Background: an optimization exercise with open tools, aiming at small area, a short achievable clock period and few clock cycles per item. Do not read the settings as production practice. Function was checked by simulation only, so behaviour that the tests miss may differ from the original.

Design led_cube_node_to_coordinate_unit, start of the top module:
module led_cube_node_to_coordinate_unit (
  input  wire logic        clk_i,
  input  wire logic        rst_ni,
  input  wire logic        start_i,
  output logic             busy_o,
  input  wire logic [17:0] node_index_i,
  output logic             done_o,
  output logic [5:0]       voxel_x_o,
  output logic [5:0]       voxel_y_o,
  output logic [5:0]       voxel_z_o,
  output logic             index_out_of_range_o,
  input  wire logic        cfg_we_i,
  input  wire logic [2:0]  cfg_idx_i,
  input  wire logic [6:0]  cfg_data_i
);
Size: about 2,100 cells after synthesis, ~330 flip-flops, ~53 I/O pins, about 0.016 mm2 of cells after synthesis.
clock: 5.5 ns
lec_check: 0
abc_area: 1
cap_margin: 20
core_margin: 2
core_utilization: 40
cts_cluster_diameter: 120
cts_cluster_size: 24
setup_slack_margin: 3.3
slew_margin: 20
tns_end_percent: 0
standard.sh (not shown) runs the stock make flow with config.mk's settings and CLKGATE_MAP_FILE= SYNTH_SCRIPT=/design/flow/synth_recipe.tcl, a recipe that flattens the netlist after the stock synthesis.
==> flow/flow/run.sh <==
#!/bin/bash
# The standard layout, with the port buffers made of sky130_fd_sc_hd__buf_2 cells instead of
# the delay-buffer cells the resizer picks by default.
set -euo pipefail
bash standard.sh BUFFER_PORTS_ARGS="-buffer_cell sky130_fd_sc_hd__buf_2" finish > standard_make.log 2>&1
The starting point passed the timing, DRC and antenna checks.
Testbench counts at the start, summed over its fixed seeds: cycles 32,448, items 32,000.
Then changed:
Settings changed: SETUP_SLACK_MARGIN 3.3 to 3.35, TNS_END_PERCENT 0 to unset.
=> Global-route usage climbs by 0.29 points; via count went up by 1.9%; cell area went up by 4.5%; routed wire length went up by about 5.5%; fmax increases by 0.75%.
Then changed:
Settings changed: CORE_UTILIZATION 40 to 55, CTS_CLUSTER_DIAMETER 120 to 150, CTS_CLUSTER_SIZE 24 to 30.
Effect: The new run went through all stages and came out clean; worst setup slack gets better by 0.0059 ns; via count fell slightly; global-route usage came out higher by 5.2 points; sequential share of layout area is higher by 0.79 points; synthesized cell count does not change; final area shrinks slightly.
Then changed:
Settings changed: CTS_CLUSTER_DIAMETER 150 to 120, CTS_CLUSTER_SIZE 30 to 24, SETUP_SLACK_MARGIN 3.35 to 3.3, TNS_END_PERCENT set to 0.
Flip-flop and latch count stays the same.
Hold slack gains 0.030 ns.
Worst setup slack got worse by 0.050 ns.
Synthesized area stays the same.

---

led_cube_node_to_coordinate_unit again, from the RTL that the note above started with.
Settings: LEC_CHECK=0, ABC_AREA=1, CAP_MARGIN=20, CORE_MARGIN=2, CORE_UTILIZATION=40, CTS_CLUSTER_DIAMETER=120, CTS_CLUSTER_SIZE=24, SETUP_SLACK_MARGIN=3.35, SLEW_MARGIN=20, TNS_END_PERCENT=5; clock period 5.5 ns.
Scripts as last shown in full above: flow/flow/run.sh
The first run passed the timing, DRC and antenna checks.
Testbench counts at the start, summed over its fixed seeds: cycles 32,448, items 32,000.
Edit:
- SETUP_SLACK_MARGIN: 3.35 -> 3.2
- TNS_END_PERCENT: 5 -> 0
- The changed run produced a clean layout
- clock-buffer cell count does not change
- via count shrinks by 0.66%
- routed wire length decreases by 1.1%
Edit:
- GPL_TIMING_DRIVEN: unset -> 0
- SETUP_SLACK_MARGIN: 3.2 -> 3.3
Die area does not change.
Setup slack is better by 0.061 ns.
Edit:
- GPL_TIMING_DRIVEN: 0 -> unset
- TNS_END_PERCENT: 0 -> 5
Result: The new run passed the timing, DRC and antenna checks; fmax stays flat; worst setup slack loses 0.0057 ns; wire length is about the same; clock skew stays flat; synthesized area is unchanged; flip-flop and latch count stays the same; hold slack loses 0.0090 ns; clock-buffer cell count stays the same.

---

led_cube_node_to_coordinate_unit again, from the RTL that the note above started with.
Settings: LEC_CHECK=0, ABC_AREA=1, CAP_MARGIN=5, CORE_MARGIN=2, CORE_UTILIZATION=40, CTS_CLUSTER_DIAMETER=120, CTS_CLUSTER_SIZE=24, SETUP_SLACK_MARGIN=3.3, SLEW_MARGIN=5, TNS_END_PERCENT=0; clock period 5.5 ns.
Scripts as last shown in full above: flow/flow/run.sh
The baseline produced a clean layout.
Testbench counts at the start, summed over its fixed seeds: cycles 32,448, items 32,000.
Next try:
- CAP_MARGIN: 5 -> 20
- CORE_UTILIZATION: 40 -> 60
- PLACE_DENSITY: default -> 0.7
- SETUP_SLACK_MARGIN: 3.3 -> 3.35
- SLEW_MARGIN: 5 -> 20
- TNS_END_PERCENT: 0 -> default
Effect:
- sequential share of layout area went down by 0.71 points
- wire length is higher by 0.30%
- setup slack improves by 35 ps
- critical path depth rises by 6
- core utilization goes up by 24 points
- non-clock buffer count climbs by 9
- fmax rose by 1.7%
- global-route usage went up by 7.2 points
- final cell count goes down by 6.4%
Next try:
- CORE_UTILIZATION: 60 -> 40
- CTS_CLUSTER_DIAMETER: 120 -> 150
- CTS_CLUSTER_SIZE: 24 -> 30
- PLACE_DENSITY: 0.7 -> default
Fmax came out lower by 1.3%.
Sequential share of layout area came out lower by 0.95 points.

## afterwards: timing with drivers on the ports
The flow's constraints put no driver on any port. The routed layouts listed below were extracted and timed again, unchanged, in two steps. Step 1 sets driving cells, clkbuf_16 on the clock port and buf_2 on the other inputs (assumed; they add their load-dependent delay and slew). Step 2 moves the port delays by t, midway between the first and last clock arrival at a register: inputs arrive t later, outputs are due t later. That takes back most of the time a late clock gives input paths. a / b / c = no drivers / after step 1 / after step 2; a / b = the first two.
run	shift t [ns]	setup WS [ns]	worst setup path at the end	clock arrival spread, ns	worst register clock-pin slew, ns
the first run of note 1	0.580	3.373 / 3.320 / 2.892	input to register	0.024 / 0.024	0.11 / 0.11
the second run of note 1	0.566	3.389 / 3.336 / 2.919	input to register	0.024 / 0.024	0.10 / 0.10
the third run of note 1	0.536	3.395 / 3.345 / 2.995	input to register	0.043 / 0.043	0.12 / 0.12
the fourth run of note 1	0.560	3.345 / 3.324 / 2.920	input to register	0.025 / 0.025	0.10 / 0.10
the first run of note 2	0.579	3.373 / 3.320 / 2.892	input to register	0.025 / 0.025	0.11 / 0.11
the second run of note 2	0.565	3.317 / 3.317 / 2.805	input to register	0.031 / 0.031	0.10 / 0.10
the third run of note 2	0.571	3.378 / 3.327 / 2.888	input to register	0.025 / 0.025	0.10 / 0.10
the fourth run of note 2	0.580	3.373 / 3.320 / 2.876	input to register	0.023 / 0.022	0.11 / 0.11
the first run of note 3	0.580	3.373 / 3.320 / 2.892	input to register	0.024 / 0.024	0.11 / 0.11
the second run of note 3	0.549	3.408 / 3.356 / 2.929	input to register	0.024 / 0.024	0.10 / 0.10
the third run of note 3	0.555	3.381 / 3.328 / 2.933	input to register	0.036 / 0.036	0.12 / 0.12
After both steps setup and hold are still met in every run listed. The setup slack of the second run of note 2, which loses most, moves by 0.000 ns with the drivers and by -0.512 ns with both steps.
